From an optimization exercise on the open Yosys and OpenROAD flow, aimed at small area, a short achievable clock period and few clock cycles per item; shortcuts taken in it are not production practice.
In this exercise RTL edits were held to simulation tests only and were not proved equivalent to the original.
Power figures rest on the tool's default switching activity, not on a simulated workload.

`flow/design.v`:
```
package vct_pkg;
    localparam int ID_W     = 64;
    localparam int CLOCK_W  = 64;
    localparam int STATUS_W = 2;
    localparam logic [STATUS_W-1:0] ST_OK         = 2'd0;
    localparam logic [STATUS_W-1:0] ST_NOT_FOUND  = 2'd1;
    localparam logic [STATUS_W-1:0] ST_TABLE_FULL = 2'd2;
    localparam logic MODE_TICK  = 1'b0;
    localparam logic MODE_MERGE = 1'b1;
endpackage
import vct_pkg::*;
module vct_ctrl
(
    input  logic                clk,
    input  logic                rst_n,
    output logic                adv,
    output logic                in_ready,
    input  logic                res_valid,
    input  logic [STATUS_W-1:0] res_status,
    input  logic [CLOCK_W-1:0]  res_clock,
    output logic                out_valid,
    input  logic                out_ready,
    output logic [STATUS_W-1:0] out_status,
    output logic [CLOCK_W-1:0]  out_clock_value
);
    logic                out_v;
    logic [STATUS_W-1:0] out_st;
    logic [CLOCK_W-1:0]  out_clk;
    logic                skid_v;
    logic [STATUS_W-1:0] skid_st;
    logic [CLOCK_W-1:0]  skid_clk;
    logic                ready_reg;
    logic                adv_reg;
    logic push;
    logic out_free;
    logic skid_v_next;
    assign push     = adv_reg && res_valid;
    assign out_free = !out_v || out_ready;
    always_comb
    begin
        if (skid_v)
        begin
            skid_v_next = !out_free;
        end
        else
        begin
            skid_v_next = push && !out_free;
        end
    end
    always_ff @(posedge clk or negedge rst_n)
    begin
        if (!rst_n)
        begin
            out_v     <= 1'b0;
            skid_v    <= 1'b0;
            ready_reg <= 1'b1;
            adv_reg   <= 1'b1;
        end
        else
        begin
            if (out_free)
            begin
                out_v <= skid_v || push;
            end
            skid_v    <= skid_v_next;
            ready_reg <= !skid_v_next;
            adv_reg   <= !skid_v_next;
        end
    end
    always_ff @(posedge clk)
    begin
        if (out_free)
        begin
            out_st  <= skid_v ? skid_st  : res_status;
            out_clk <= skid_v ? skid_clk : res_clock;
        end
        if (!skid_v)
        begin
            skid_st  <= res_status;
            skid_clk <= res_clock;
        end
    end
    assign adv             = adv_reg;
    assign in_ready        = ready_reg;
    assign out_valid       = out_v;
    assign out_status      = out_st;
    assign out_clock_value = out_clk;
endmodule
import vct_pkg::*;
module vct_datapath
#(
    parameter int CAPACITY = 16
)
(
    input  logic                clk,
    input  logic                rst_n,
    input  logic                adv,
    input  logic                cfg_wr_en,
    input  logic [ID_W-1:0]     cfg_wr_data,
    input  logic                in_valid,
    input  logic                in_mode,
    input  logic [ID_W-1:0]     in_actor_key,
    input  logic [CLOCK_W-1:0]  in_peer_clock,
    output logic                res_valid,
    output logic [STATUS_W-1:0] res_status,
    output logic [CLOCK_W-1:0]  res_clock
);
    logic [ID_W-1:0]     own_id;
    logic [ID_W-1:0]     actor_tab [CAPACITY];
    logic [CLOCK_W-1:0]  clock_tab [CAPACITY];
    logic [CAPACITY-1:0] occ;
    logic                zero0;
    logic                v0;
    logic                m0;
    logic [ID_W-1:0]     k0;
    logic [CLOCK_W-1:0]  p0;
    logic                v2;
    logic                m2;
    logic                wr2;
    logic [STATUS_W-1:0] st2;
    logic [CAPACITY-1:0] rsel2;
    logic [CAPACITY-1:0] wsel2;
    logic [CLOCK_W-1:0]  p2;
    logic                v3;
    logic                m3;
    logic                inc3;
    logic                same3;
    logic [STATUS_W-1:0] st3;
    logic [CAPACITY-1:0] wsel3;
    logic [CLOCK_W-1:0]  p3;
    logic [CLOCK_W-1:0]  c3;
    logic                v4;
    logic [STATUS_W-1:0] st4;
    logic [CAPACITY-1:0] wsel4;
    logic [CLOCK_W-1:0]  n4;
    always_ff @(posedge clk or negedge rst_n)
    begin
        if (!rst_n)
        begin
            v0 <= 1'b0;
        end
        else if (adv)
        begin
            v0 <= in_valid;
        end
    end
    always_ff @(posedge clk)
    begin
        if (adv)
        begin
            m0 <= in_mode;
            k0 <= in_actor_key;
            p0 <= in_peer_clock;
        end
    end
    logic [CAPACITY-1:0] match;
    logic [CAPACITY-1:0] free_slot;
    logic                hit1;
    logic                full1;
    logic                ins1;
    logic                wr1;
    logic [STATUS_W-1:0] st1;
    always_comb
    begin
        for (int i = 0; i < CAPACITY; i++)
        begin
            if (i == 0)
            begin
                match[i]     = (own_id == k0);
                free_slot[i] = 1'b0;
            end
            else
            begin
                match[i]     = occ[i] && (actor_tab[i] == k0);
                free_slot[i] = occ[i-1] && !occ[i];
            end
        end
    end
    assign hit1  = |match;
    assign full1 = occ[CAPACITY-1];
    assign ins1  = v0 && (m0 == MODE_MERGE) && !hit1 && !full1;
    assign wr1   = v0 && (hit1 || ((m0 == MODE_MERGE) && !full1));
    assign st1   = hit1                ? ST_OK :
                   (m0 == MODE_TICK)   ? ST_NOT_FOUND :
                   full1               ? ST_TABLE_FULL : ST_OK;
    always_ff @(posedge clk)
    begin
        for (int i = 1; i < CAPACITY; i++)
        begin
            if (free_slot[i])
            begin
                actor_tab[i] <= k0;
            end
        end
    end
    always_ff @(posedge clk or negedge rst_n)
    begin
        if (!rst_n)
        begin
            own_id <= '0;
            occ    <= CAPACITY'(1);
        end
        else if (cfg_wr_en)
        begin
            own_id <= cfg_wr_data;
            occ    <= CAPACITY'(1);
        end
        else if (adv && ins1)
        begin
            occ <= occ | free_slot;
        end
    end
    always_ff @(posedge clk or negedge rst_n)
    begin
        if (!rst_n)
        begin
            v2    <= 1'b0;
            wsel2 <= '0;
        end
        else if (adv)
        begin
            v2    <= v0;
            wsel2 <= wr1 ? (match | (ins1 ? free_slot : '0)) : '0;
        end
    end
    always_ff @(posedge clk)
    begin
        if (adv)
        begin
            m2    <= m0;
            wr2   <= wr1;
            st2   <= st1;
            rsel2 <= v0 ? match : '0;
            p2    <= p0;
        end
    end
    logic [CLOCK_W-1:0]  rd2;
    logic                fwd2;
    always_comb
    begin
        rd2 = '0;
        for (int i = 0; i < CAPACITY; i++)
        begin
            if (i == 0)
            begin
                rd2 = rd2 | ((rsel2[i] && !zero0) ? clock_tab[i] : '0);
            end
            else
            begin
                rd2 = rd2 | (rsel2[i] ? clock_tab[i] : '0);
            end
        end
    end
    assign fwd2 = |(rsel2 & wsel4);
    always_ff @(posedge clk or negedge rst_n)
    begin
        if (!rst_n)
        begin
            v3    <= 1'b0;
            wsel3 <= '0;
        end
        else if (adv)
        begin
            v3    <= v2;
            wsel3 <= wsel2;
        end
    end
    always_ff @(posedge clk)
    begin
        if (adv)
        begin
            m3    <= m2;
            inc3  <= wr2;
            same3 <= |(rsel2 & wsel3);
            st3   <= st2;
            p3    <= wr2 ? p2 : '0;
            c3    <= fwd2 ? n4 : rd2;
        end
    end
    logic [CLOCK_W-1:0]  cur3;
    logic [CLOCK_W-1:0]  new3;
    assign cur3 = same3 ? n4 : c3;
    always_comb
    begin
        if (m3 == MODE_TICK)
        begin
            new3 = cur3 + CLOCK_W'(inc3);
        end
        else
        begin
            new3 = (p3 > cur3) ? p3 : cur3;
        end
    end
    always_ff @(posedge clk or negedge rst_n)
    begin
        if (!rst_n)
        begin
            v4    <= 1'b0;
            wsel4 <= '0;
        end
        else if (adv)
        begin
            v4    <= v3;
            wsel4 <= wsel3;
        end
    end
    always_ff @(posedge clk)
    begin
        if (adv)
        begin
            st4   <= st3;
            n4    <= new3;
        end
    end
    always_ff @(posedge clk)
    begin
        for (int i = 0; i < CAPACITY; i++)
        begin
            if (wsel4[i])
            begin
                clock_tab[i] <= n4;
            end
        end
    end
    always_ff @(posedge clk or negedge rst_n)
    begin
        if (!rst_n)
        begin
            zero0 <= 1'b1;
        end
        else if (cfg_wr_en)
        begin
            zero0 <= 1'b1;
        end
        else if (wsel4[0])
        begin
            zero0 <= 1'b0;
        end
    end
    assign res_valid  = v4;
    assign res_status = st4;
    assign res_clock  = n4;
endmodule
import vct_pkg::*;
module vector_clock_table_unit
#(
    parameter int CAPACITY = 16
)
(
    input  logic                clk,
    input  logic                rst_n,
    input  logic                item_valid,
    output logic                item_ready,
    input  logic                item_mode,
    input  logic [ID_W-1:0]     item_actor_key,
    input  logic [CLOCK_W-1:0]  item_peer_clock,
    output logic                result_valid,
    input  logic                result_ready,
    output logic [STATUS_W-1:0] result_status,
    output logic [CLOCK_W-1:0]  result_clock_value,
    input  logic                cfg_wr_en,
    input  logic [ID_W-1:0]     cfg_wr_data
);
    logic                adv;
    logic                res_valid;
    logic [STATUS_W-1:0] res_status;
    logic [CLOCK_W-1:0]  res_clock;
    vct_datapath #(
        .CAPACITY (CAPACITY)
    ) u_datapath
    (
        .clk           (clk),
        .rst_n         (rst_n),
        .adv           (adv),
        .cfg_wr_en     (cfg_wr_en),
        .cfg_wr_data   (cfg_wr_data),
        .in_valid      (item_valid),
        .in_mode       (item_mode),
        .in_actor_key  (item_actor_key),
        .in_peer_clock (item_peer_clock),
        .res_valid     (res_valid),
        .res_status    (res_status),
        .res_clock     (res_clock)
    );
    vct_ctrl u_ctrl
    (
        .clk             (clk),
        .rst_n           (rst_n),
        .adv             (adv),
        .in_ready        (item_ready),
        .res_valid       (res_valid),
        .res_status      (res_status),
        .res_clock       (res_clock),
        .out_valid       (result_valid),
        .out_ready       (result_ready),
        .out_status      (result_status),
        .out_clock_value (result_clock_value)
    );
endmodule
```
`flow/run.sh`:
```
#!/bin/bash
# synth_recipe.tcl (not shown) runs the flow's synth.tcl, then flattens the netlist and writes it again
# the make line also repeats each setting of config.mk as NAME=value (left out here)
make -C /OpenROAD-flow-scripts/flow DESIGN_CONFIG=/design/flow/config.mk WORK_HOME=/design/flow/orfs CLKGATE_MAP_FILE= SYNTH_SCRIPT=/design/flow/synth_recipe.tcl finish
```
`flow/config.mk`:
```
export PLATFORM = sky130hd
export DESIGN_NAME = vector_clock_table_unit
export DESIGN_NICKNAME = vector_clock_table_unit
export VERILOG_FILES = /design/flow/design.v
export SDC_FILE = /design/flow/constraint.sdc
export NUM_CORES = 4
export LEC_CHECK = 0
export CAP_MARGIN = 20
export CORE_MARGIN = 2
export CORE_UTILIZATION = 40
export PLACE_DENSITY = 0.6
export SETUP_SLACK_MARGIN = 0.4
export SLEW_MARGIN = 20
```
`flow/constraint.sdc`:
```
create_clock -name core_clock -period 6.0 [get_ports {clk}]
set_input_delay 1.2000 -clock core_clock [delete_from_list [all_inputs] [get_ports {clk}]]
set_output_delay 1.2000 -clock core_clock [all_outputs]
set_load 0.01 [all_outputs]
```
==> summary.txt, run 1 <==
Detailed routing
  • Routed vias/inst: 5.803
  • Drt total wl: 315,000 um
  • Final antenna-violating net count: 0
  • DR WL/cell: 30.08 um
  • Routed vias: 60,775
  • DR iter-0 viols: 7,526
  • DRC: 0
  • Detailed Routing Iterations Pass 1: 6

Clocking
  • Clock transition at path regs: 0.07 ns
  • Setup bufs post-CTS: 0
  • Hold Buf Count CTS: 0
  • Worst skew pair latency: 0.95 ns
  • Htree depth: 5
  • Clock Root Buffer: clkbuf_16
  • CTS tree: yes
  • TritonCTS buffer count: 299
  • Clock sink total: 2,664
  • Clock tree buffer depth: 4
  • Post-cts resize count: 0

Synthesis
  • Largest cells by area after synthesis: edfxtp_1, xor2_1, xnor2_1, dfrtp_1, a22o_1
  • Largest family of logic cells by synthesized area: compound AO/OA/AOI/OAI gates
  • Post-Synth Adder-Cell Area: 0.7867%
  • Synth cell types: 78
  • Post-synthesis simple-gate area fraction: 4.695%
  • Synth Cell Area: 105,000 sq um
  • Number of synthesized flops with an enable pin: 2,462
  • Fraction of synthesized area in multiplexers: 2.335%
  • Ys flop type: edfxtp_1
  • Area leader, netlist: edfxtp_1
  • Xor-xnor portion of the synthesized cell area: 7.251%
  • Most common cell in the synthesized netlist: edfxtp_1
  • YS warnings: 4
  • Syn Nets: 6,529
  • Mapped Avg Cell Area: 16.75 sq um
  • Commonest cells in the synthesized netlist: edfxtp_1, xor2_1, xnor2_1
  • Compound-gate portion of the synthesized area: 8.120%
  • Async SR Flop Fraction: 5.105%
  • Mapped Cells: 6,265
  • Sequential-to-total area share from yosys stat: 74.94%
  • Top cell type's share of synthesized area: 70.44%
  • Flops & latches, synth: 2,664

Layout
  • Largest register FFs: 1,024
  • Area Growth Syn to Fin: 16.46%
  • Largest registers: u_datapath.clock_tab: 1024 flops, u_datapath.actor_tab: 960 flops
  • Largest Register: u_datapath.clock_tab
  • Nets: 6,999
  • Layout cells sized above 1: 12.88%

Status
  • Status: finished clean

Placed design
  • Placer Congestion: 0.8892
  • IO Port Bufs: 265
  • Post-DP HPWL: 186,800 um
  • Dpl ws: 0.9448 ns

Critical path
  • Reg-to-Reg Start: u_datapath.same3
  • Reg2Reg Setup Slack: 0.87 ns
  • CP cell instances: buf_4, mux2i_1, a211o_1, nor4_1, nand4_1, buf_4, nor2_2, and4bb_1, xnor2_1, a22o_1
  • Largest stage delay, worst path: 0.99 ns
  • Arr. time, crit path: 5.85 ns
  • Crit-path slowest cell: edfxtp_1
  • Critical path required time: 6.72 ns
  • Critical Path Source: u_datapath.same3
  • Critical path startpoint category: register
  • CP most frequent cell: buf_4
  • Reg-to-Reg End: u_datapath.n4[53]
  • Setup crit end kind: register
  • CP endpoint: u_datapath.n4[53]
  • Crit path kind: reg2reg
  • FF-to-FF path depth: 10
  • Crit Path Max Fanout: 56

Floorplanning
  • IO Count: 266
  • Die width: 516.3 um
  • Die area: 266,500 sq um
  • Num rows: 188
  • Starting Density: 40.13%
  • Core box area: 261,600 sq um
  • Die Y: 516.3 um

Run
  • Max_cap viols: 0

Power
  • Leakage Power: 0.04063 uW
  • Power Dens Cells: 480.1 nW/um^2
  • Peak VDD IR: 0.3462 mV
  • Total chip power: 58,690 uW

Timing
  • Final setup TNS: 0 ns
  • Tmin final: 5.130 ns
  • Worst Tran Pin Value: 1.140 ns
  • Final hold vios: 0
  • Setup-failing EPs final: 0
  • Final period util: 85.50%
  • Fin Clk Skew: 0.1030 ns
  • Slew Limit Fails: 0
  • Worst setup margin: 0.8703 ns
  • Headroom to the max-slew limit: 23.36%
  • F_max: 0.1949 GHz
  • RSZ-0062 raised after global routing: no

Global route
  • Initial antenna violation count: 8
  • Pin count of the biggest net entering global routing: 146
  • Number of global-route vias before repair: 59,789
  • Total gr overflow: 0
  • First-pass GRT wire length: 443,900 um
  • GRT Util Overall: 23.22%

Worst hold path
  • Type of the tightest min-delay check: in2async
cells by family (layout without fill, tap and decap cells):
group,count (synthesis),after routing
DFF,2664,2664
muxes,223,223
AOI/OAI and AO/OA,1120,1120
xor gates and xnor gates,869,869
adders and majority gates,66,66
buffers and inverters,476,1165
and+or+nand+nor,847,847
other,0,4
per-stage QoR:
stage / util (%) / hold slack, ns / std cells / cell area (sq um)
2_1_floorplan: - / 0.4003 / 6265 / 105000
3_3_place_gp: 43.15 / 0.4081 / 9945 / 112900
3_5_place_dp: 43.17 / 0.4045 / 9947 / 112900
4_1_cts: 46.71 / 0.2030 / 10467 / 122200
5_1_grt: 46.73 / 0.2365 / 10471 / 122200
6_report: 46.73 / 0.2140 / 10473 / 122200
how the worst min path moves through the flow:
stage | end | slack [ns] | depth (start not counted)
after floorplan | u_datapath.m3 | 0.40 | 0
after global placement | u_datapath.st4[0] | 0.41 | 0
after detailed placement | u_datapath.m3 | 0.40 | 0
after CTS | u_datapath.own_id[48] | 0.20 | 1
after global routing | u_datapath.own_id[24] | 0.24 | 1
final | u_datapath.own_id[24] | 0.21 | 1
where the power goes:
group / internal (uW) / switching (uW)
Combinational: 4940 / 8540
Clock: 10300 / 7250
Sequential: 24800 / 2880
final cells by class:
cell class	count	area, sq um
clock inverter	122	1129
sequential	2664	78730
fill	22277	139300
inverter	134	503.0
tap	3515	4398
antenna	4	10.01
timing repair buffer	511	4825
multi-input combinational	3125	24500
clock buffer	398	8148
per-layer routing:
layer / up-vias / part of all wire, % / global-route usage, %
met1: 31778 / 41 / 31.51
li1: 25671 / - / -
met2: 2790 / 48 / 38.28
met3: 536 / 7.4 / 3.388
met5: - / 0 / 0
met4: 0 / 3.4 / 7.776
layout by cell type, fill, tap and decap left out, drive strengths merged, types with 133 or more instances in the layout:
cell	netlist	final
nand4	213	213
clkbuf	205	398
a21oi	207	207
buf	137	248
a22o	252	252
mux2	175	175
dfrtp	133	133
edfxtp	2462	2462
clkdlybuf4s50	0	263
xnor2	433	433
nor4	160	160
inv	132	143
a221oi	204	204
xor2	436	436
worst max-delay path, delay by kind of cell, from the launching register on:
kind                   cells  cell delay, ns
AND/OR/NAND/NOR            4            1.85
buffers and inverters      2            1.00
flip-flops                 1            0.99
AO/OA/AOI/OAI              2            0.58
multiplexers               1            0.35
XOR/XNOR                   1            0.07
Testbench counts, summed over its fixed seeds: cycles 4,840, items 4,800.
==> run 2: changes to the inputs <==
--- a/flow/config.mk
+++ b/flow/config.mk
@@ -7,2 +7,3 @@
 export LEC_CHECK = 0
+export ABC_CLOCK_PERIOD_IN_PS = 2200
 export CAP_MARGIN = 20
@@ -11,3 +12,3 @@
 export PLACE_DENSITY = 0.6
-export SETUP_SLACK_MARGIN = 0.4
+export SETUP_SLACK_MARGIN = 3.6
 export SLEW_MARGIN = 20
==> summary.txt, run 2 <==
Status
  • Status: finished clean

Synthesis
  • Ys flop type: edfxtp_1
  • Number of synthesized flops with an enable pin: 2,462
  • Synth Cell Area: 105,000 sq um
  • Async SR Flop Fraction: 5.105%
  • Area leader, netlist: edfxtp_1
  • Most common cell in the synthesized netlist: edfxtp_1
  • YS warnings: 4
  • Mapped Cells: 6,265
  • Flops & latches, synth: 2,664
  • Syn Nets: 6,529
  • Synth cell types: 78
  • Top cell type's share of synthesized area: 70.44%
  • Largest cells by area after synthesis: edfxtp_1, xor2_1, xnor2_1, dfrtp_1, a22o_1
  • Sequential-to-total area share from yosys stat: 74.94%
  • Mapped Avg Cell Area: 16.75 sq um
  • Commonest cells in the synthesized netlist: edfxtp_1, xor2_1, xnor2_1

Critical path
  • FF-to-FF path depth: 17
  • CP cell instances: buf_6, buf_8, buf_6, mux2i_4, ha_1, and4_4, nand3_2, or4_4, nand3b_1, buf_6, nor2b_4, o21ai_4, o211ai_1, buf_4, buf_12, a21oi_4, a22o_1
  • Crit Path Max Fanout: 8
  • Critical path required time: 6.60 ns
  • Reg2Reg Setup Slack: 2.20 ns
  • Reg-to-Reg Start: u_datapath.same3
  • CP most frequent cell: buf_6
  • CP delay by family, top: simple AND/OR/NAND/NOR gates
  • Reg-to-Reg End: u_datapath.n4[1]
  • Critical path startpoint category: register
  • Setup crit end kind: register
  • WP depth: 17
  • CP endpoint: u_datapath.n4[1]
  • Critical Path Source: u_datapath.same3
  • Crit-path slowest cell: edfxtp_1
  • Worst path bufs/invs: 6
  • Crit path kind: reg2reg
  • Arr. time, crit path: 4.40 ns
  • Largest stage delay, worst path: 0.43 ns

Layout
  • Largest Register: u_datapath.clock_tab
  • Largest registers: u_datapath.clock_tab: 1024 flops, u_datapath.actor_tab: 960 flops
  • Layout cells sized above 1: 24.07%
  • Largest register FFs: 1,024
  • Most frequent cells in the layout: edfxtp_1, xor2_1, xnor2_1
  • Final core occ: 50.02%
  • Commonest non-fill, non-tap cell in the layout: edfxtp_1
  • Nets: 7,425
  • Area Growth Syn to Fin: 24.66%
  • Fill count: 21,349
  • Post-Layout Cell Count: 10,912

Clocking
  • Worst skew pair latency: 0.88 ns
  • TritonCTS buffer count: 292
  • Clock transition at path regs: 0.06 ns
  • CTS tree: yes
  • Clock Root Buffer: clkbuf_16
  • Htree depth: 5
  • Clock sink total: 2,664
  • Clock tree buffer depth: 4
  • Hold Buf Count CTS: 0

Placed design
  • IO Port Bufs: 265
  • DP Cell Count: 9,948
  • Placer Congestion: 0.9330
  • Post-DP HPWL: 185,500 um

Timing
  • Headroom to the max-slew limit: 18.37%
  • Setup-failing EPs final: 0
  • Final setup TNS: 0 ns
  • Fin Clk Skew: 0.08273 ns
  • Worst Tran Pin Value: 1.224 ns
  • Final hold vios: 0
  • F_max: 0.2631 GHz
  • Hold WS: 0.2204 ns
  • Tmin final: 3.800 ns
  • Final period util: 63.34%
  • Slew Limit Fails: 0
  • RSZ-0062 raised after global routing: yes

Detailed routing
  • Drt total wl: 343,200 um
  • DRC: 0
  • Final antenna-violating net count: 0
  • Routed vias: 64,130
  • Routed vias/inst: 5.877
  • DR iter-0 viols: 8,587
  • DR WL/cell: 31.45 um
  • Detailed Routing Iterations Pass 1: 8

Floorplanning
  • Core box area: 261,600 sq um
  • Die width: 516.3 um
  • Die area: 266,500 sq um
  • Die Y: 516.3 um
  • Num rows: 188
  • IO Count: 266
  • Starting Density: 40.13%

Power
  • Clock Power Share: 28.0%
  • Flop pwr share: 43.1%
  • Power Dens Cells: 478.6 nW/um^2
  • Peak VDD IR: 0.3728 mV
  • P_int: 42,110 uW
  • Gate power share: 28.9%
  • Leakage Power: 0.04457 uW
  • Net Sw Frac: 32.75%
  • Total net switching power: 20,510 uW

Global route
  • GRT Util Overall: 24.56%
  • Met1 GRT Util: 33.17%
  • Initial antenna violation count: 18
  • Met3 GRT Util: 3.591%
  • Total gr overflow: 0
  • Number of global-route vias before repair: 61,738
  • GRT busiest layer: met2
  • Pin count of the biggest net entering global routing: 104
  • M2 GR Usage: 40.32%
  • First-pass GRT wire length: 468,000 um

Run
  • Max_cap viols: 0

Worst hold path
  • Type of the tightest min-delay check: in2async
## run 2: timing repair
item / CTS / global route
pin swaps: 191 / 144
endpoints found under the setup margin: 576 / 384
gates cloned: 24 / 17
gates resized for setup: 818 / 263
buffers inserted: 286 / 106
## run 2: power groups by stage
stage	Sequential, uW	Combinational (uW)	Clock [uW]
2_1_floorplan	27100	7800	0
3_3_place_gp	28000	13200	0
3_5_place_dp	28100	13400	0
4_1_cts	27100	16500	17700
5_1_grt	27200	19000	18400
6_report	27000	18100	17500
## run 2: metal layers
metal / part of all wire (%) / wire length [um]
met5: 0.0038 / 13
met4: 4.2 / 14460
met3: 8.5 / 29220
met2: 48 / 164500
met1: 39 / 135000
## run 2: final cells by class
class	count	area (sq um)	area share (%)
clock inverter	144	1289	0.9850
timing repair buffer	934	10400	7.946
antenna	7	17.52	0.01339
inverter	134	598.1	0.4571
sequential	2664	78730	60.17
tap	3515	4398	3.361
multi-input combinational	3135	27500	21.01
clock buffer	379	7921	6.054
## run 2: worst min-delay path by stage
| stage | slack, ns | cells past startpoint | endpoint | start |
|---|---|---|---|---|
| after floorplan | 0.40 | 0 | u_datapath.m3 | u_datapath.m2 |
| after CTS | 0.40 | 0 | u_datapath.p2[51] | u_datapath.p0[51] |
| after detailed placement | 0.41 | 0 | u_datapath.p2[28] | u_datapath.p0[28] |
| after global placement | 0.41 | 0 | u_datapath.m3 | u_datapath.m2 |
| after global routing | 0.21 | 1 | u_datapath.own_id[38] | rst_n |
| final | 0.22 | 1 | u_datapath.own_id[23] | rst_n |
## run 2: cells by family after synthesis
group | Yosys count | synth area share [%]
AO/OA/AOI/OAI | 1120 | 8.120
multiplexers | 223 | 2.335
buffers and inverters | 476 | 1.871
AND/OR/NAND/NOR | 847 | 4.695
XOR/XNOR | 869 | 7.251
adder cells (fa/ha/maj) | 66 | 0.7867
flip-flops | 2664 | 74.94
## run 2: stage by stage
step	cell area, sq um	power, uW	setup slack (ns)
detailed placement	113200	41530	1.184
global route	130800	64530	2.098
finish	130800	62620	2.200
global placement	113200	41240	1.149
CTS	128100	61200	2.280
floorplan	105300	34880	1.772
==> run 3: changes to the inputs <==
--- a/flow/design.v
+++ b/flow/design.v
@@ -17,2 +17,3 @@
     output logic                in_ready,
+    input  logic                hold_next,
     input  logic                res_valid,
@@ -65,3 +66,3 @@
             skid_v    <= skid_v_next;
-            ready_reg <= !skid_v_next;
+            ready_reg <= !skid_v_next && !hold_next;
             adv_reg   <= !skid_v_next;
@@ -97,2 +98,4 @@
     input  logic                adv,
+    input  logic                in_ready,
+    output logic                hold_next,
     input  logic                cfg_wr_en,
@@ -126,3 +129,2 @@
     logic                inc3;
-    logic                same3;
     logic [STATUS_W-1:0] st3;
@@ -135,2 +137,8 @@
     logic [CLOCK_W-1:0]  n4;
+    logic bub;
+    logic hz_next;
+    logic adv0;
+    assign hz_next   = in_valid && in_ready && v0 && (in_actor_key == k0);
+    assign hold_next = adv ? hz_next : bub;
+    assign adv0      = adv && !bub;
     always_ff @(posedge clk or negedge rst_n)
@@ -139,7 +147,12 @@
         begin
-            v0 <= 1'b0;
+            v0  <= 1'b0;
+            bub <= 1'b0;
         end
-        else if (adv)
+        else
         begin
-            v0 <= in_valid;
+            if (adv0)
+            begin
+                v0 <= in_valid;
+            end
+            bub <= hold_next;
         end
@@ -148,3 +161,3 @@
     begin
-        if (adv)
+        if (adv0)
         begin
@@ -207,3 +220,3 @@
         end
-        else if (adv && ins1)
+        else if (adv0 && ins1)
         begin
@@ -221,4 +234,4 @@
         begin
-            v2    <= v0;
-            wsel2 <= wr1 ? (match | (ins1 ? free_slot : '0)) : '0;
+            v2    <= adv0 && v0;
+            wsel2 <= (adv0 && wr1) ? (match | (ins1 ? free_slot : '0)) : '0;
         end
@@ -232,3 +245,3 @@
             st2   <= st1;
-            rsel2 <= v0 ? match : '0;
+            rsel2 <= (adv0 && v0) ? match : '0;
             p2    <= p0;
@@ -273,3 +286,2 @@
             inc3  <= wr2;
-            same3 <= |(rsel2 & wsel3);
             st3   <= st2;
@@ -281,3 +293,3 @@
     logic [CLOCK_W-1:0]  new3;
-    assign cur3 = same3 ? n4 : c3;
+    assign cur3 = c3;
     always_comb
@@ -364,2 +376,3 @@
     logic                adv;
+    logic                hold_next;
     logic                res_valid;
@@ -374,2 +387,4 @@
         .adv           (adv),
+        .in_ready      (item_ready),
+        .hold_next     (hold_next),
         .cfg_wr_en     (cfg_wr_en),
@@ -390,2 +405,3 @@
         .in_ready        (item_ready),
+        .hold_next       (hold_next),
         .res_valid       (res_valid),
--- a/flow/config.mk
+++ b/flow/config.mk
@@ -7,8 +7,7 @@
 export LEC_CHECK = 0
-export ABC_CLOCK_PERIOD_IN_PS = 2200
 export CAP_MARGIN = 20
 export CORE_MARGIN = 2
-export CORE_UTILIZATION = 40
-export PLACE_DENSITY = 0.6
-export SETUP_SLACK_MARGIN = 3.6
+export CORE_UTILIZATION = 55
+export PLACE_DENSITY = 0.7
+export SETUP_SLACK_MARGIN = 3.4
 export SLEW_MARGIN = 20
==> summary.txt, run 3 <==
Global route
  • Total gr overflow: 0
  • GRT Util Overall: 33.31%
  • Number of global-route vias before repair: 61,563
  • First-pass GRT wire length: 453,100 um
  • Initial antenna violation count: 9
  • Pin count of the biggest net entering global routing: 176

Critical path
  • Crit path kind: reg2reg
  • Critical path startpoint category: register
  • FF-to-FF path depth: 16
  • Arr. time, crit path: 4.28 ns
  • CP cell instances: buf_6, buf_12, buf_12, buf_12, xnor2_1, nand4_1, nor4_2, nand3_2, nor4_4, buf_4, or4_4, buf_6, buf_6, nor3_4, a31oi_1, o2bb2ai_1
  • Reg2Reg Setup Slack: 2.53 ns
  • Setup crit end kind: register
  • Critical path required time: 6.81 ns
  • Crit Path Max Fanout: 10
  • Reg-to-Reg End: u_datapath.wsel2[10]
  • Reg-to-Reg Start: u_datapath.k0[56]
  • Largest stage delay, worst path: 0.58 ns
  • Crit-path slowest cell: or4_4

Synthesis
  • Post-synthesis simple-gate area fraction: 4.851%
  • Syn Nets: 6,428
  • Largest family of logic cells by synthesized area: XOR/XNOR gates
  • Mapped Cells: 6,164
  • Sequential-to-total area share from yosys stat: 75.60%
  • Commonest cells in the synthesized netlist: edfxtp_1, xor2_1, xnor2_1
  • Xor-xnor portion of the synthesized cell area: 7.582%
  • Post-Synth Adder-Cell Area: 0.7935%
  • YS warnings: 4
  • Synth Cell Area: 104,100 sq um
  • Mapped Avg Cell Area: 16.88 sq um
  • Area leader, netlist: edfxtp_1
  • Most common cell in the synthesized netlist: edfxtp_1
  • Largest cells by area after synthesis: edfxtp_1, xor2_1, xnor2_1, dfrtp_1, a221oi_1
  • Synth cell types: 69
  • Top cell type's share of synthesized area: 71.01%
  • Flops & latches, synth: 2,665
  • Async SR Flop Fraction: 5.178%
  • Compound-gate portion of the synthesized area: 7.403%
  • Ys flop type: edfxtp_1
  • Number of synthesized flops with an enable pin: 2,461
  • Fraction of synthesized area in multiplexers: 1.794%

Layout
  • Most frequent cells in the layout: edfxtp_1, xor2_1, xnor2_1
  • Fill count: 12,161
  • Nets: 7,253
  • Fin area: 125,600 sq um
  • Largest Register: u_datapath.clock_tab
  • Largest registers: u_datapath.clock_tab: 1024 flops, u_datapath.actor_tab: 960 flops
  • Layout cells sized above 1: 21.40%
  • Commonest non-fill, non-tap cell in the layout: edfxtp_1
  • Largest register FFs: 1,024
  • Area Growth Syn to Fin: 20.64%

Timing
  • Final hold vios: 0
  • Tmin final: 3.470 ns
  • Setup-failing EPs final: 0
  • Slew Limit Fails: 0
  • F_max: 0.2882 GHz
  • Final setup TNS: 0 ns
  • Headroom to the max-slew limit: 24.28%
  • Hold WS: 0.3844 ns
  • Fin Clk Skew: 0.04890 ns
  • RSZ-0062 raised after global routing: yes
  • Final period util: 57.84%
  • Worst Tran Pin Value: 1.136 ns

Power
  • Total chip power: 57,250 uW
  • Peak VDD IR: 0.4359 mV
  • Leakage Power: 0.04334 uW
  • Power Dens Cells: 456.0 nW/um^2

Placed design
  • IO Port Bufs: 265
  • Post-DP HPWL: 176,900 um
  • Placed Area: 110,700 sq um
  • Placer Congestion: 0.9525

Floorplanning
  • Die Y: 439.0 um
  • Core box area: 188,000 sq um
  • Die width: 439.0 um
  • Num rows: 159
  • Starting Density: 55.36%
  • IO Count: 266
  • Die area: 192,700 sq um

Detailed routing
  • Drt total wl: 330,400 um
  • DRC: 0
  • DR WL/cell: 34.13 um
  • Final antenna-violating net count: 0
  • DR iter-0 viols: 9,535
  • Detailed Routing Iterations Pass 1: 9
  • Routed vias: 64,135
  • Routed vias/inst: 6.625

Clocking
  • Clock sink total: 2,665
  • Clock transition at path regs: 0.06 ns
  • TritonCTS buffer count: 278
  • Clock tree buffer depth: 4
  • Hold Buf Count CTS: 0
  • Worst skew pair latency: 0.92 ns
  • Htree depth: 5
  • CTS tree: yes
  • Clock Root Buffer: clkbuf_16

Worst hold path
  • Type of the tightest min-delay check: in2async

Run
  • Max_cap viols: 0

Status
  • Status: finished clean
[run 3: cell count changes after synthesis, sizes merged, moves of 24 or more]
cell    previous run  this run
nand2             30        55
nand3             39        65
o22ai            104        68
inv              132       165
o31ai             41         0
a22o             252       214
clkbuf           205       132
buf              137       175
a21boi            31         1
mux2i             48         2
nor3              33        57
xor2             436       467
o21ai             56        32
nand2b            61        17
[run 3: critical path: cells and delay by family (launching register included)]
kind            cells  cell delay, ns
flops               1            0.44
simple gates        6            1.44
compound gates      2            0.37
buf+inv             7            0.99
xor+xnor            1            0.13
[run 3: layout make-up]
type	count	area [sq um]	share of cell area [%]
diodes	7	17.52	0.01395
clock buffers	367	7590	6.045
clock inverters	103	985.9	0.7853
inverters	171	695.7	0.5541
multi-input cells	3028	25730	20.49
flip-flops and latches	2665	78750	62.72
well taps	2495	3122	2.486
repair buffers	845	8662	6.899
[run 3: kinds of logic after synthesis]
logic type / count (synthesis)
compound gates: 991
mux: 166
buf+inv: 478
fa+ha+maj: 66
simple gates: 897
flops: 2665
xor+xnor: 901
[run 3: timing repair]
item                       4_1_cts  5_1_grt
hold endpoints to repair         0        0
resized for setup              589      228
pin swaps                      119      113
setup endpoints to repair      369      209
setup buffers                  237      102
cloned                          25        3
[run 3: stage by stage]
stage | cells | setup WS (ns) | util (%)
after global routing | 9674 | 2.488 | 66.77
after detailed placement | 8836 | 1.512 | 58.91
after global placement | 8836 | 1.522 | 58.91
after CTS | 9568 | 2.624 | 65.60
final | 9681 | 2.530 | 66.78
after floorplan | 6164 | 1.773 | -
[run 3: worst max path at each step]
stage	from	end	cells after the start
after floorplan	u_ctrl.adv_reg	u_datapath.k0[0]	3
after global placement	u_datapath.k0[48]	u_datapath.wsel2[1]	9
after detailed placement	u_datapath.k0[42]	u_datapath.wsel2[3]	10
after CTS	u_datapath.p3[58]	u_datapath.n4[51]	13
after global routing	u_datapath.c3[55]	u_datapath.n4[51]	13
final	u_datapath.k0[56]	u_datapath.wsel2[10]	16
[run 3: metal layers]
metal | track usage (%) | vias up | routed length, um | part of all wire, %
met5 | 0 | - | 0 | 0
met4 | 19.78 | 0 | 23400 | 7.1
met3 | 6.763 | 1079 | 37060 | 11
met2 | 52.96 | 4877 | 155800 | 47
met1 | 42.63 | 32274 | 114100 | 35
li1 | - | 25905 | - | -
[run 3: power breakdown]
group	switching, uW	total (uW)	internal [uW]	leakage, uW
Clock	6940	16600	9680	0.00422
Combinational	8720	13900	5210	0.0140
Sequential	2270	26700	24400	0.0251
Testbench counts of run 3, summed over its fixed seeds: cycles 5,035, items 4,800.
==> run 4: changes to the inputs <==
--- a/flow/config.mk
+++ b/flow/config.mk
@@ -11,3 +11,3 @@
 export PLACE_DENSITY = 0.7
-export SETUP_SLACK_MARGIN = 3.4
+export SETUP_SLACK_MARGIN = 3.0
 export SLEW_MARGIN = 20
==> summary.txt, run 4 <==
Critical path
  • Largest stage delay, worst path: 0.55 ns
  • Setup crit end kind: register
  • Critical path startpoint category: register
  • Arr. time, crit path: 4.15 ns
  • Crit path kind: reg2reg
  • Worst path bufs/invs: 4
  • Critical path required time: 6.67 ns
  • CP delay by family, top: simple AND/OR/NAND/NOR gates
  • Crit-path slowest cell: or4_4
  • CP most frequent cell: buf_6
  • Crit Path Max Fanout: 6
  • CP cell instances: inv_1, ha_1, nand4_1, or4_4, or3_1, o211ai_1, nor4_2, nand2_2, buf_6, buf_6, nand3_4, buf_12, mux2i_1, nor2_1

Timing
  • Worst Tran Pin Value: 1.158 ns
  • Headroom to the max-slew limit: 22.65%
  • Final period util: 58.04%
  • Final hold vios: 0
  • Setup-failing EPs final: 0
  • Fin Clk Skew: 0.04209 ns
  • RSZ-0062 raised after global routing: yes
  • Tmin final: 3.482 ns
  • Slew Limit Fails: 0
  • F_max: 0.2872 GHz
  • Final setup TNS: 0 ns

Layout
  • Largest registers: u_datapath.clock_tab: 1024 flops, u_datapath.actor_tab: 960 flops
  • Nets: 7,163
  • Largest register FFs: 1,024
  • Largest Register: u_datapath.clock_tab
  • Layout cells sized above 1: 18.69%
  • Commonest non-fill, non-tap cell in the layout: edfxtp_1
  • Most frequent cells in the layout: edfxtp_1, xor2_1, xnor2_1
  • Fill count: 12,518
  • Area Growth Syn to Fin: 19.38%
  • Post-Layout Cell Count: 9,600

Synthesis
  • Syn Nets: 6,428
  • Sequential-to-total area share from yosys stat: 75.60%
  • Largest cells by area after synthesis: edfxtp_1, xor2_1, xnor2_1, dfrtp_1, a221oi_1
  • Most common cell in the synthesized netlist: edfxtp_1
  • Synth Cell Area: 104,100 sq um
  • Top cell type's share of synthesized area: 71.01%
  • Mapped Avg Cell Area: 16.88 sq um
  • Area leader, netlist: edfxtp_1
  • Synth cell types: 69
  • Commonest cells in the synthesized netlist: edfxtp_1, xor2_1, xnor2_1
  • Async SR Flop Fraction: 5.178%
  • Flops & latches, synth: 2,665
  • Ys flop type: edfxtp_1
  • Number of synthesized flops with an enable pin: 2,461
  • YS warnings: 4
  • Mapped Cells: 6,164

Global route
  • GRT Util Overall: 33.12%
  • First-pass GRT wire length: 452,000 um
  • Number of global-route vias before repair: 61,876
  • Pin count of the biggest net entering global routing: 165
  • Total gr overflow: 0
  • Initial antenna violation count: 7

Clocking
  • Clock Root Buffer: clkbuf_16
  • Hold Buf Count CTS: 0
  • Clock tree buffer depth: 4
  • Worst skew pair latency: 0.93 ns
  • Clock sink total: 2,665
  • Htree depth: 5
  • Clock transition at path regs: 0.06 ns
  • CTS tree: yes
  • TritonCTS buffer count: 282

Floorplanning
  • Die Y: 439.0 um
  • IO Count: 266
  • Core box area: 188,000 sq um
  • Die area: 192,700 sq um
  • Die width: 439.0 um
  • Starting Density: 55.36%
  • Num rows: 159

Status
  • Status: finished clean

Power
  • Peak VDD IR: 0.3526 mV
  • Power Dens Cells: 458.1 nW/um^2
  • Total chip power: 56,920 uW
  • Leakage Power: 0.04260 uW

Placed design
  • Placer Congestion: 0.9505
  • IO Port Bufs: 265
  • DP Cell Count: 8,832
  • Post-DP HPWL: 182,200 um

Detailed routing
  • Routed vias: 63,371
  • Final antenna-violating net count: 0
  • DRC: 0
  • Drt total wl: 325,100 um
  • Routed vias/inst: 6.601
  • DR WL/cell: 33.86 um
  • DR iter-0 viols: 9,894
  • Detailed Routing Iterations Pass 1: 9

Run
  • Max_cap viols: 0

Worst hold path
  • Type of the tightest min-delay check: reg2reg
[run 4: final timing paths]
check                           cells past startpoint  slack, ns                     to         startpoint
worst max-delay path                               14       2.52      u_datapath.n4[52]  u_datapath.c3[48]
worst min-delay path                                0       0.40      u_datapath.p2[57]  u_datapath.p0[57]
worst max register to register                     14       2.52      u_datapath.n4[52]  u_datapath.c3[48]
worst min register to register                      0       0.40      u_datapath.p2[57]  u_datapath.p0[57]
max in group asynchronous                           2       4.33   u_datapath.wsel4[10]              rst_n
min in group asynchronous                           1       0.42  u_datapath.own_id[61]              rst_n
[run 4: final cells by class]
cell class	instances	area, sq um	share of cell area (%)
well taps	2495	3122	2.513
clock inverters	113	944.7	0.7603
clock buffers	372	7624	6.136
flip-flops and latches	2665	78750	63.38
multi-input cells	3027	25360	20.41
repair buffers	752	7756	6.243
inverters	171	679.4	0.5468
diodes	5	12.51	0.01007
[run 4: cell families after synthesis]
kind of cell	after synthesis	share of synthesized area, %
multiplexers	166	1.794
XOR/XNOR	901	7.582
buffers and inverters	478	1.978
flip-flops	2665	75.60
AO/OA/AOI/OAI	991	7.403
AND/OR/NAND/NOR	897	4.851
adder cells (fa/ha/maj)	66	0.7934
[run 4: where the power goes]
| group | internal (uW) | switching (uW) | total [uW] |
|---|---|---|---|
| Combinational | 5080 | 8550 | 13600 |
| Sequential | 24400 | 2310 | 26700 |
| Clock | 9600 | 6960 | 16600 |
[run 4: metrics by stage]
| step | cell area, sq um | hold WS [ns] | setup WS [ns] | util [%] |
|---|---|---|---|---|
| 3_5_place_dp | 110700 | 0.4045 | 1.430 | 58.86 |
| 2_1_floorplan | 104200 | 0.4003 | 1.773 | - |
| 5_1_grt | 124200 | 0.4161 | 2.483 | 66.09 |
| 6_report | 124200 | 0.3985 | 2.518 | 66.09 |
| 4_1_cts | 123100 | 0.3962 | 2.621 | 65.48 |
| 3_3_place_gp | 110600 | 0.4045 | 1.031 | 58.82 |
[run 4: layer usage]
layer  part of all wire, %  GRT usage, %  routed length [um]  vias to the layer above
li1                      -             -                   -                    25750
met5                0.0074             0                  24                        -
met1                    35         42.26              113000                    32029
met3                    11         6.666               35230                     1019
met2                    48         53.28              154800                     4569
met4                   6.8         18.77               21980                        4
[run 4: timing repair]
action                     in CTS  in global routing
setup buffers                 222                 30
setup endpoints to repair     358                238
gates cloned                   20                  5
pin swaps                     106                 48
resized for setup             388                136

port drivers added, routing unchanged:
In the flow no input, the clock included, has a driving cell. The finished layouts below were timed again as built, in two steps. Step 1 (the two cells are an assumption about what drives the block):
set clk [get_ports {clk}]
set_driving_cell -lib_cell sky130_fd_sc_hd__clkbuf_16 $clk
set_driving_cell -lib_cell sky130_fd_sc_hd__buf_2 [delete_from_list [all_inputs] $clk]
Step 2, shift: input delay + t, output delay - t, t = (earliest + latest rising clock arrival at the registers) / 2. This alone moves slack from input paths to output paths. a / b / c = ideal / step 1 / step 2; a / b = the first two.
run	shift t [ns]	setup WS [ns]	worst hold slack (ns)	worst slew at a driven data input, ns	cell pins on the clock port's net
run 1	1.011	0.870 / 0.870 / 0.870	0.214 / 0.157 / 0.371	0.15	1
run 2	0.945	2.200 / 2.200 / 2.200	0.220 / 0.156 / 0.401	0.15	1
run 3	0.988	2.530 / 2.530 / 2.383	0.384 / 0.332 / 0.404	0.11	1
run 4	0.997	2.518 / 2.518 / 1.998	0.398 / 0.371 / 0.398	0.11	1
After both steps setup and hold are still met in every run listed. For run 4, which loses most, drivers alone change the setup slack by 0.000 ns; drivers and shift together by -0.520 ns.
